Context: an optimization exercise on an open-source flow, tuned for small area, a short achievable clock period and few clock cycles per item. The choices shown serve that exercise and are no tape-out recipe. In this exercise RTL edits were held to simulation tests only and were not proved equivalent to the original. Power and IR drop assume default switching activity.

## flow/design.v (module list and top-level ports; edited modules follow where they fit)
// module polygon_convexity_check: 156 lines
// module pcc_booth_enc: 20 lines
// module pcc_cross: 2433 lines
module polygon_convexity_check #(
  parameter int COORD_WIDTH = 16
) (
  input  logic                          clk,
  input  logic                          rst,
  input  logic                          vertex_valid,
  output logic                          vertex_ready,
  input  logic signed [COORD_WIDTH-1:0] vertex_x,
  input  logic signed [COORD_WIDTH-1:0] vertex_y,
  input  logic                          last_vertex,
  output logic                          result_valid,
  input  logic                          result_ready,
  output logic                          is_convex,
  output logic                          too_few
);
  // ...
==> flow/run.sh <==
#!/bin/bash
# synth_recipe.tcl (not shown) runs the flow's synth.tcl, then flattens the netlist and writes it again
# the make line also repeats each setting of config.mk as NAME=value (left out here)
make -C /OpenROAD-flow-scripts/flow DESIGN_CONFIG=/design/flow/config.mk WORK_HOME=/design/flow/orfs CLKGATE_MAP_FILE= SYNTH_SCRIPT=/design/flow/synth_recipe.tcl finish
==> flow/config.mk <==
export PLATFORM = sky130hd
export DESIGN_NAME = polygon_convexity_check
export DESIGN_NICKNAME = polygon_convexity_check
export VERILOG_FILES = /design/flow/design.v
export SDC_FILE = /design/flow/constraint.sdc
export NUM_CORES = 4
export LEC_CHECK = 0
export ABC_AREA = 1
export CAP_MARGIN = 20
export CORE_MARGIN = 2
export CORE_UTILIZATION = 40
export PLACE_DENSITY = 0.6
export SETUP_SLACK_MARGIN = 4.2
export SLEW_MARGIN = 20
==> flow/constraint.sdc <==
create_clock -name core_clock -period 7.5 [get_ports {clk}]
set_input_delay 1.5000 -clock core_clock [delete_from_list [all_inputs] [get_ports {clk}]]
set_output_delay 1.5000 -clock core_clock [all_outputs]
set_load 0.01 [all_outputs]
==> results.txt, run 1 <==
run status finished clean; multi-input gates 1,681; Crit path depth 10; met2 usage 0.3627; Non-clock buffers between 200 and 250; RSZ-0062 raised after global routing yes; sequential cell area 0.008990 mm^2; DIE AREA between 0.06 and 0.07 mm^2; hold crit path type flop to flop; worst setup margin 4.050 ns; Final Cycle Share 0.4599; Worst Tran Pin Value around 0.92 ns; DR iter-0 viols 1,738; layout cells sized above 1 0.1715; Core Area 0.06458 mm^2; dpl hpwl roughly 54,000 um; Biggest Area Class multi-input gates; initial antenna violation count 0; CTS Root Cell clkbuf_16; clock share of power 0.325; slowest CP cell fa_1; Crit Path Class flop to flop; Buffers & Inverters on Critical Path 4; fraction of synthesized area in multiplexers 0.01107; Synth top area share 0.2222; post-CTS setup buffers 124; FP Rows 93; M1 GR Usage 0.3069; clk latency of the worst-skew pair 0.59 ns
Testbench counts, summed over its fixed seeds: cycles 59,325, items 59,266.
==> run 2: changes to the inputs <==
--- a/flow/config.mk
+++ b/flow/config.mk
@@ -8,7 +8,7 @@
 export ABC_AREA = 1
 export CAP_MARGIN = 20
 export CORE_MARGIN = 2
-export CORE_UTILIZATION = 40
-export PLACE_DENSITY = 0.6
+export CORE_UTILIZATION = 55
+export PLACE_DENSITY = 0.72
 export SETUP_SLACK_MARGIN = 4.2
 export SLEW_MARGIN = 20
==> run 2 against run 1 <==
Critical path type unchanged. Highest routed layer is now met5. Combinational power about the same. Flip-flop and latch count unchanged. Critical path depth unchanged. Worst setup slack got worse by 0.0041 ns. Clock skew increased by 0.013 ns.
==> results.txt, run 2 <==
R2R depth 10 (unchanged); Crit path depth 10 (unchanged); post-synthesis sequential area ratio 0.3428 (unchanged); Boundary Pins 41 (unchanged); synthesized cell area 0.02622 mm^2 (unchanged); clock transition at the registers of the reported paths 0.06 ns (about the same); most frequent cells in the layout inv_1, nand2_1, xor2_1, fa_1, o22ai_1 (unchanged); grt ovf 0 (unchanged); Setup Viol. Count Final 0 (unchanged); Buffers & Inverters on Critical Path 4 (unchanged); Placer Congestion 0.9919 (was 0.9766); CP max stage delay 0.55 ns (was 0.56 ns); run status finished clean (unchanged); Synth Warn # 4 (unchanged); setup TNS 0 ns (unchanged); max reg flops 52 (unchanged); Async SR Flop Fraction 0 (unchanged); dpl hpwl 52,330 um (was 54,360 um); DRT Wirelength 74,350 um (was 76,850 um); Synth top area share 0.2222 (unchanged); H-tree levels 2 (unchanged); Vias 19,550 (was 19,330); syn avg cell area 10.03 um^2 (unchanged); crit-path cells clkinvlp_4 > buf_12 > buf_4 > o22ai_4 > xor2_2 > fa_1 > fa_1 > inv_2 > fa_2 > fa_1 (was clkinvlp_4 > buf_12 > buf_4 > o22ai_4 > xor2_1 > fa_1 > fa_1 > inv_2 > fa_2 > fa_2); post-route cell area 0.03044 mm^2 (was 0.03085 mm^2); clk buf depth 3 (unchanged); Synth Net Count 3,033 (unchanged); leading cell type in the layout, fill and taps excluded inv_1 (unchanged); Crit Path Class flop to flop (unchanged); CTS Root Cell clkbuf_16 (unchanged); Relative slew margins 0.3163 (was 0.3839); IO Port Bufs 40 (unchanged); TritonCTS clock tree done (unchanged); TritonCTS buffer count 40 (was 42); final net count 3,165 (was 3,168); CP Max Fanout 12 (was 7); crit path capture type flop (unchanged); min Tclk post-route 3.454 ns (was 3.450 ns); Mapped Cells 2,613 (unchanged); Post-synth top cells inv_1, xor2_1, nand2_1 (unchanged); CP Data Required Time 7.96 ns (was 7.97 ns); vias in the first global route 20,260 (was 20,000); DR iter-0 viols 2,170 (was 1,738); DRC violations left 0 (unchanged); Crit path top cell by count fa_1; critical path startpoint category flop (unchanged); Core Area 0.04735 mm^2 (was 0.06458 mm^2); Hold Path Depth 0 (unchanged); Leak 13.33 nW (was 13.35 nW); n_diodes 0 (unchanged); Netlist cell types 39 (unchanged); RSZ-0062 raised after global routing yes (unchanged); first-pass GRT wire length 115,000 um (was 118,600 um); routed wl met2 34,050 um (was 34,340 um); Starting Density 0.5538 (was 0.4060); Synth area leaders edfxtp_1, fa_1, dfxtp_1 (unchanged); highest clock rate 289.6 MHz (was 289.9 MHz); CTS Sinks 352 (unchanged); Worst Tran Pin Value 1.015 ns (was 0.9219 ns); Post-synth EDFFs 194 (unchanged); hold crit path type flop to flop (unchanged); # Max-Cap Violations 0 (unchanged); largest net degree at the start of global routing 62 (was 66); Top reg by flops a_enc (unchanged); #FFs+latches synth 352 (unchanged); clk latency of the worst-skew pair 0.59 ns (about the same); Setup Skew 0.02788 ns (was 0.01444 ns); placed instance area 0.02706 mm^2 (was 0.02740 mm^2); Final ANT Viol Nets 0 (unchanged); layout cells sized above 1 0.1642 (was 0.1715); leading area contributor after synthesis edfxtp_1 (unchanged); DIE AREA 0.04943 mm^2 (was 0.06761 mm^2); max-slew violations 0 (unchanged); Worst Path Arrival 3.92 ns (about the same); most frequent cell after synthesis inv_1 (unchanged); main flop type after synthesis edfxtp_1 (unchanged); DR WL/cell 21.92 um (was 21.13 um); GRT Resource Usage Total 0.3055 (was 0.2312); area grow syn2layout 16.08% (was 17.65%); routed vias/inst 5.763 (was 5.315); Power Dens Cells 213.0 mW/mm^2 (was 212.9 mW/mm^2); FP Rows 80 (was 93); met1 WL 27,880 um (was 31,720 um); Die H 222.3 um (was 260.0 um); Top Family by Delay on Critical Path adder cells (unchanged); met3 WL 7610 um (was 6843 um); maximum vdd drop 0.2114 mV (was 0.1805 mV); Final Cycle Share 0.4605 (was 0.4599); drt pass-1 iters 8 (was 6); initial antenna violation count 1 (was 0); endpoints failing hold 0 (unchanged); highest metal layer with signal wires met5 (was met4); slowest CP cell fa_1 (unchanged); Die X 222.3 um (was 260.0 um)
run 2: logic make-up after synthesis:
kind of cell,count (synthesis),share of synthesized area
mux,29,0.01107
xor+xnor,351,0.1173
fa+ha+maj,383,0.2612
buf+inv,581,0.08585
flops,352,0.3428
simple gates,504,0.07845
compound gates,413,0.1033
run 2: per-stage QoR:
| step | hold WS, ns | instances | power [mW] | utilization | setup slack, ns |
|---|---|---|---|---|---|
| 6_report | 0.3255 | 3392 | 6.483 | 0.6428 | 4.046 |
| 3_3_place_gp | 0.3122 | 3172 | 4.342 | 0.5716 | 2.842 |
| 5_1_grt | 0.3349 | 3392 | 6.981 | 0.6428 | 3.990 |
| 3_5_place_dp | 0.3132 | 3172 | 4.449 | 0.5716 | 2.670 |
| 2_1_floorplan | 0.3096 | 2613 | 3.776 | - | 4.201 |
| 4_1_cts | 0.3280 | 3370 | 6.539 | 0.6336 | 4.091 |
run 2: worst register-to-register path, stage by stage, from the launching register on:
cell and delay, ns:
edfxtp_1 0.49, clkinvlp_4 0.17, buf_12 0.17, buf_4 0.15
o22ai_4 0.17, xor2_2 0.19, fa_1 0.47, fa_1 0.55
inv_2 0.06, fa_2 0.54, fa_1 0.39
run 2: cell type report:
type	count	area, um^2
Timing Repair inverter	3	22.52
Fill cell	3688	16910
Tap cell	615	769.5
Clock buffer	58	1251
Clock inverter	16	170.2
Timing Repair Buffer	201	1810
Multi-Input combinational cell	1681	15420
Inverter	466	1998
Sequential cell	352	8992
run 2: power by group:
group          switching [mW]  internal [mW]  total [mW]
clock                   0.832           1.21        2.04
sequential             0.0788           2.24        2.32
combinational            1.26          0.857        2.12
total                    2.17           4.31        6.48
run 2: metal layers:
metal | track usage | up-vias
met5 | 0 | -
met3 | 0.07181 | 331
met4 | 0.1648 | 2
li1 | - | 8693
met2 | 0.4923 | 1077
met1 | 0.3834 | 9446
run 2: what timing repair did:
item                       4_1_cts  5_1_grt
pin swaps                       19       24
buffers inserted               121       21
gates resized for setup        121       60
gates cloned                     3        1
setup endpoints to repair      297      124
hold buffers                     0        0
run 2: final timing paths:
path	start	end	slack [ns]
max	a_enc[12]	u_cross.rg_12_0	4.05
min	yend	zend	0.33
max reg2reg	a_enc[12]	u_cross.rg_12_0	4.05
min reg2reg	yend	zend	0.33
==> run 3: changes to the inputs <==
--- a/flow/config.mk
+++ b/flow/config.mk
@@ -8,7 +8,7 @@
 export ABC_AREA = 1
 export CAP_MARGIN = 20
 export CORE_MARGIN = 2
-export CORE_UTILIZATION = 55
-export PLACE_DENSITY = 0.72
-export SETUP_SLACK_MARGIN = 4.2
+export CORE_UTILIZATION = 40
+export PLACE_DENSITY = 0.6
+export SETUP_SLACK_MARGIN = 4.0
 export SLEW_MARGIN = 20
==> run 3 against run 2 <==
Still clean. Count of clock-buffer cells in the layout is 9 lower. Maximum frequency is 1.5% lower. Sequential power hardly changed. Via count is 3.4% lower.
==> results.txt, run 3 <==
hold slack 0.3342 ns (was 0.3255 ns); Synth area leaders edfxtp_1, fa_1, dfxtp_1 (unchanged); Top Family by Delay on Critical Path adder cells (unchanged); routed vias/inst 5.255 (was 5.763); DR WL/cell 20.54 um (was 21.92 um); multi-input logic area 0.01524 mm^2 (was 0.01542 mm^2); clk latency of the worst-skew pair 0.60 ns (was 0.59 ns); post-synthesis sequential area ratio 0.3428 (unchanged); # Max-Cap Violations 0 (unchanged); DIE AREA 0.06761 mm^2 (was 0.04943 mm^2); leading cell type in the layout, fill and taps excluded inv_1 (unchanged); first-pass GRT wire length 113,900 um (was 115,000 um); Fillers 5,932 (was 3,688); leading area contributor after synthesis edfxtp_1 (unchanged); Crit path top cell by count fa_1 (unchanged); IO Port Bufs 40 (unchanged); Crit path depth 8 (was 10); max reg flops 52 (unchanged); setup TNS 0 ns (unchanged); layout cells sized above 1 0.1322 (was 0.1642); Worst Setup SP b_y[4] (was a_enc[12]); synthesized cell area 0.02622 mm^2 (unchanged); R2R depth 8 (was 10); Top reg by flops a_enc (unchanged); Setup Viol. Count Final 0 (unchanged); slowest CP cell fa_1 (unchanged); vias in the first global route 19,600 (was 20,260); met3 usage 0.04561 (was 0.07181); Post-synth EDFFs 194 (unchanged); max-slew violations 0 (unchanged); dpl hpwl 53,750 um (was 52,330 um); Final ANT Viol Nets 0 (unchanged); Core Area 0.06458 mm^2 (was 0.04735 mm^2); most frequent cell after synthesis inv_1 (unchanged); Die H 260.0 um (was 222.3 um); Boundary Pins 41 (unchanged); CTS Sinks 352 (unchanged); CP Capture Point u_cross.rg_14_0 (was u_cross.rg_12_0); sequential cell area 0.008990 mm^2 (was 0.008992 mm^2); grt ovf 0 (unchanged); GRT Resource Usage Total 0.2213 (was 0.3055); DR iter-0 viols 1,788 (was 2,170); M1 GR Usage 0.2901 (was 0.3834); worst r2r src b_y[4] (was a_enc[12]); maximum vdd drop 0.2185 mV (was 0.2114 mV); Worst Tran Pin Value 0.9209 ns (was 1.015 ns); Synth Warn # 4 (unchanged); area grow syn2layout 15.06% (was 16.08%); crit-path cells clkinv_4 > o22ai_1 > xor2_1 > fa_1 > fa_1 > inv_1 > fa_2 > fa_1 (was clkinvlp_4 > buf_12 > buf_4 > o22ai_4 > xor2_2 > fa_1 > fa_1 > inv_2 > fa_2 > fa_1); DRC violations left 0 (unchanged); Leak 13.10 nW (was 13.33 nW); Final Cycle Share 0.4673 (was 0.4605); TritonCTS buffer count 40 (unchanged); main flop type after synthesis edfxtp_1 (unchanged); #FFs+latches synth 352 (unchanged); CTS Root Cell clkbuf_16 (unchanged); RSZ-0062 raised after global routing yes (unchanged); initial antenna violation count 0 (was 1); largest net degree at the start of global routing 65 (was 62); clock transition at the registers of the reported paths 0.06 ns (about the same); Buffers & Inverters on Critical Path 2 (was 4); Worst Path Arrival 3.96 ns (was 3.92 ns); syn avg cell area 10.03 um^2 (unchanged); Crit Path Class flop to flop (unchanged); Power Dens Cells 209.9 mW/mm^2 (was 213.0 mW/mm^2); Starting Density 0.4060 (was 0.5538); CP Max Fanout 17 (was 12); FP Rows 93 (was 80); min Tclk post-route 3.505 ns (was 3.454 ns); GRT Max-Usage Layer met2 (unchanged); Synth top area share 0.2222 (unchanged); DRT Wirelength 73,810 um (was 74,350 um); TritonCTS clock tree done (unchanged); Synth Net Count 3,033 (unchanged); Async SR Flop Fraction 0 (unchanged); final net count 3,126 (was 3,165); Netlist cell types 39 (unchanged); Placer Congestion 0.9716 (was 0.9919); RR Endpoint u_cross.rg_14_0 (was u_cross.rg_12_0); R2R Setup Slk 4.00 ns (was 4.05 ns); crit path capture type flop (unchanged); endpoints failing hold 0 (unchanged); highest clock rate 285.3 MHz (was 289.6 MHz); CP Data Required Time 7.96 ns (about the same); Relative slew margins 0.3846 (was 0.3163); met2 usage 0.3553 (was 0.4923); drt pass-1 iters 6 (was 8); clk buf depth 3 (unchanged); Setup Skew 0.02280 ns (was 0.02788 ns); Vias 18,890 (was 19,550); H-tree levels 2 (unchanged); Die X 260.0 um (was 222.3 um); CP max stage delay 0.62 ns (was 0.55 ns); run status finished clean (unchanged); Mapped Cells 2,613 (unchanged); most frequent cells in the layout inv_1, nand2_1, xor2_1, fa_1, o22ai_1 (unchanged); Post-synth top cells inv_1, xor2_1, nand2_1 (unchanged); hold crit path type flop to flop (unchanged); critical path startpoint category flop (unchanged)
run 3: timing repair:
item	CTS	global route
cloned	3	0
buffers inserted	58	40
setup endpoints to repair	240	62
pin swaps	6	37
hold buffers	0	0
gates resized for setup	71	50
run 3: power breakdown:
part           internal [mW]  switching, mW  total (mW)
Combinational          0.829           1.22        2.05
Sequential              2.24         0.0791        2.32
Clock                   1.11          0.850        1.96
Total                   4.19           2.15        6.33
run 3: metal layers:
metal | up-vias | routed length, um | share of wire
met1 | 9252 | 30910 | 0.42
met5 | - | 0 | 0
met3 | 191 | 5840 | 0.079
li1 | 8616 | - | -
met2 | 826 | 33720 | 0.46
met4 | 0 | 3339 | 0.045
run 3: worst min-delay path by stage:
stage,start,endpoint,cells past startpoint
2_1_floorplan,xend,yend,0
3_3_place_gp,xend,yend,0
3_5_place_dp,xend,yend,0
4_1_cts,xend,yend,0
5_1_grt,xend,yend,0
6_report,xend,yend,0
run 3: kinds of logic after synthesis:
| logic type | synth area share |
|---|---|
| buffers and inverters | 0.08585 |
| flip-flops | 0.3428 |
| XOR/XNOR | 0.1173 |
| adder cells (fa/ha/maj) | 0.2612 |
| multiplexers | 0.01107 |
| AND/OR/NAND/NOR | 0.07845 |
| AO/OA/AOI/OAI | 0.1033 |
run 3: layout make-up:
type                            count  share of cell area
Inverter                          466             0.06412
Clock buffer                       49             0.03596
Multi-Input combinational cell   1681              0.5053
Clock inverter                     25            0.008046
Antenna cell                        1          0.00008295
Tap cell                          855             0.03546
Timing Repair inverter              2           0.0004977
Sequential cell                   352              0.2980
Timing Repair Buffer              163             0.05251
run 3: metrics by stage:
step	instance area [um^2]	cells	worst slack (ns)	power (mW)	utilization
after floorplan	26240	2613	4.003	3.775	-
after global placement	27400	3418	2.808	4.369	0.4243
after detailed placement	27400	3418	2.691	4.431	0.4243
after CTS	29500	3553	3.960	6.436	0.4568
after global routing	30160	3593	3.928	6.861	0.4671
final	30170	3594	3.995	6.333	0.4671
==> run 4: changes to the inputs <==
--- a/flow/config.mk
+++ b/flow/config.mk
@@ -6,9 +6,9 @@
 export NUM_CORES = 4
 export LEC_CHECK = 0
 export ABC_AREA = 1
-export CAP_MARGIN = 20
+export CAP_MARGIN = 5
 export CORE_MARGIN = 2
 export CORE_UTILIZATION = 40
 export PLACE_DENSITY = 0.6
 export SETUP_SLACK_MARGIN = 4.0
-export SLEW_MARGIN = 20
+export SLEW_MARGIN = 5
==> run 4 against run 3 <==
Still clean on timing, DRC and antenna. Synthesized cell count is the same. Clock skew is the same. Synthesized area is the same. Count of clock-buffer cells in the layout is the same. Via count is the same. Power is the same. Clock power is essentially flat. Cell count is the same.
==> results.txt, run 4 <==
run status finished clean (unchanged); clk buf depth 3 (unchanged); maximum vdd drop 0.2185 mV (unchanged); post-synthesis xor/xnor area fraction 0.1173 (unchanged); post-synthesis sequential area ratio 0.3428 (unchanged); fraction of synthesized area in multiplexers 0.01107 (unchanged); Crit Path Class flop to flop (unchanged); Die H 260.0 um (unchanged); max reg flops 52 (unchanged); layout cells sized above 1 0.1322 (unchanged); max-slew violations 0 (unchanged); DRC violations left 0 (unchanged); DR WL/cell 20.54 um (unchanged); pre-CTS setup slack 2.691 ns (unchanged); first-pass GRT wire length 113,900 um (unchanged); clk latency of the worst-skew pair 0.60 ns (about the same); dpl hpwl 53,750 um (unchanged); routed vias/inst 5.255 (unchanged); highest clock rate 285.3 MHz (unchanged); main combinational cell family by area after synthesis adder cells (unchanged); CTS Root Cell clkbuf_16 (unchanged); Vias 18,890 (unchanged); vias in the first global route 19,600 (unchanged); Core Area 0.06458 mm^2 (unchanged); leading cell type in the layout, fill and taps excluded inv_1 (unchanged); placed instance area 0.02740 mm^2 (unchanged); Power Dens Cells 209.9 mW/mm^2 (unchanged); Worst Tran Pin Value 0.9209 ns (unchanged); Final Cycle Share 0.4673 (unchanged); endpoints failing hold 0 (unchanged); Placed Instances 3,418 (unchanged); adder-cell share of the synthesized area 0.2612 (unchanged); Boundary Pins 41 (unchanged); Synth top area share 0.2222 (unchanged); drt pass-1 iters 6 (unchanged); Top reg by flops a_enc (unchanged); Total Power 6.333 mW (unchanged); critical path startpoint category flop (unchanged); CP Data Required Time 7.96 ns (about the same); Worst Path Arrival 3.96 ns (about the same); leading area contributor after synthesis edfxtp_1 (unchanged); #FFs+latches synth 352 (unchanged); Mapped Cells 2,613 (unchanged); Setup Viol. Count Final 0 (unchanged); worst setup margin 3.995 ns (unchanged); final net count 3,126 (unchanged); syn avg cell area 10.03 um^2 (unchanged); most frequent cells in the layout inv_1, nand2_1, xor2_1, fa_1, o22ai_1 (unchanged); Synth Net Count 3,033 (unchanged); Final ANT Viol Nets 0 (unchanged); R2R depth 8 (unchanged); CP Max Fanout 17 (unchanged); area grow syn2layout 15.06% (unchanged); hold crit path type flop to flop (unchanged); Async SR Flop Fraction 0 (unchanged); initial antenna violation count 0 (unchanged); Synth area leaders edfxtp_1, fa_1, dfxtp_1 (unchanged); Hold Path Depth 0 (unchanged); hold slack 0.3342 ns (unchanged); Placer Congestion 0.9716 (unchanged); crit path capture type flop (unchanged); post-route cell area 0.03017 mm^2 (unchanged); Synth Area in Compound Gates 0.1033 (unchanged); GRT Resource Usage Total 0.2213 (unchanged); synthesized cell area 0.02622 mm^2 (unchanged); Netlist cell types 39 (unchanged); Setup Skew 0.02280 ns (unchanged); Starting Density 0.4060 (unchanged); H-tree levels 2 (unchanged); Die X 260.0 um (unchanged); min Tclk post-route 3.505 ns (unchanged); TritonCTS clock tree done (unchanged); Post-synth EDFFs 194 (unchanged); DIE AREA 0.06761 mm^2 (unchanged); clock transition at the registers of the reported paths 0.06 ns (about the same); RSZ-0062 raised after global routing yes (unchanged); Synth Warn # 4 (unchanged); most frequent cell after synthesis inv_1 (unchanged); TritonCTS buffer count 40 (unchanged); final core utilization 0.4671 (unchanged); main flop type after synthesis edfxtp_1 (unchanged); Relative slew margins 0.3846 (unchanged); simple-gate share of the synthesized area 0.07845 (unchanged); FP Rows 93 (unchanged); CTS Sinks 352 (unchanged); IO Port Bufs 40 (unchanged); Fillers 5,932 (unchanged); # Max-Cap Violations 0 (unchanged); largest net degree at the start of global routing 65 (unchanged); DR iter-0 viols 1,788 (unchanged); Post-synth top cells inv_1, xor2_1, nand2_1 (unchanged); DRT Wirelength 73,810 um (unchanged); grt ovf 0 (unchanged); Leak 13.10 nW (unchanged); Cell Count, Final, Fillers Out 3,594 (unchanged); setup TNS 0 ns (unchanged)
## run 4: cell counts in the layout (fill, tap and decap cells not counted)
No cell type changed its count.
## run 4: timing repair
action,CTS,global route
hold buffers,0,0
pin swaps,6,37
setup endpoints to repair,240,62
resized for setup,71,50
gates cloned,3,0
buffers inserted,58,40
## run 4: worst paths after layout
| kind | to | slack, ns | start |
|---|---|---|---|
| setup / recovery | u_cross.rg_14_0 | 4.00 | b_y[4] |
| hold / removal | yend | 0.33 | xend |
| setup reg to reg | u_cross.rg_14_0 | 4.00 | b_y[4] |
| hold reg to reg | yend | 0.33 | xend |
## run 4: cell families after synthesis
group	Yosys count
buffers and inverters	581
and+or+nand+nor	504
AOI/OAI and AO/OA	413
adders and majority gates	383
DFF	352
xor gates and xnor gates	351
muxes	29
## run 4: layout make-up
type                       count  area, um^2  area share
tap                          855        1070     0.03546
multi-input combinational   1681       15240      0.5053
sequential                   352        8990      0.2980
timing repair buffer         163        1584     0.05251
antenna                        1       2.502  0.00008295
inverter                     466        1934     0.06412
clock buffer                  49        1085     0.03596
timing repair inverter         2       15.01   0.0004977
clock inverter                25       242.7    0.008046
## run 4: power by group
group | switching (mW) | internal (mW) | total, mW
registers | 0.0791 | 2.24 | 2.32
logic | 1.22 | 0.829 | 2.05
clock network | 0.850 | 1.11 | 1.96
total | 2.15 | 4.19 | 6.33
## run 4: critical path, cell delays in order, from the launching register on
cell,delay [ns]
edfxtp_1,0.51
clkinv_4,0.25
o22ai_1,0.25
xor2_1,0.22
fa_1,0.47
fa_1,0.62
inv_1,0.09
fa_2,0.58
fa_1,0.38
## run 4: layer usage
| metal | vias to the layer above | track usage | share of wire |
|---|---|---|---|
| li1 | 8616 | - | - |
| met1 | 9252 | 0.2901 | 0.42 |
| met2 | 826 | 0.3553 | 0.46 |
| met3 | 191 | 0.04561 | 0.079 |
| met4 | 0 | 0.09419 | 0.045 |
| met5 | - | 0 | 0 |

-- separate check: timing with driven ports --
How much do the figures lean on ideal ports? The routed layouts below were timed once more, with nothing changed but the port constraints.
Step 1 assumes that a clkbuf_16 drives the clock port and a buf_2 every other input.
Step 2 times the ports against the registers' clock, not the clock port: input delays grow and output delays shrink by t, the midpoint of the rising clock arrivals with the driver on.
a / b / c = no drivers / after step 1 / after step 2; a / b = the first two.
| run | t, ns | setup slack, ns | hold slack, ns | worst setup path after step 2 |
|---|---|---|---|---|
| run 1 | 0.637 | 4.050 / 4.050 / 3.746 | 0.328 / 0.328 / 0.328 | input to register |
| run 2 | 0.638 | 4.046 / 4.046 / 3.742 | 0.326 / 0.326 / 0.326 | input to register |
| run 3 | 0.647 | 3.995 / 3.995 / 3.546 | 0.334 / 0.334 / 0.334 | input to register |
| run 4 | 0.647 | 3.995 / 3.995 / 3.546 | 0.334 / 0.334 / 0.334 | input to register |
After both steps setup and hold are still met in every run listed.
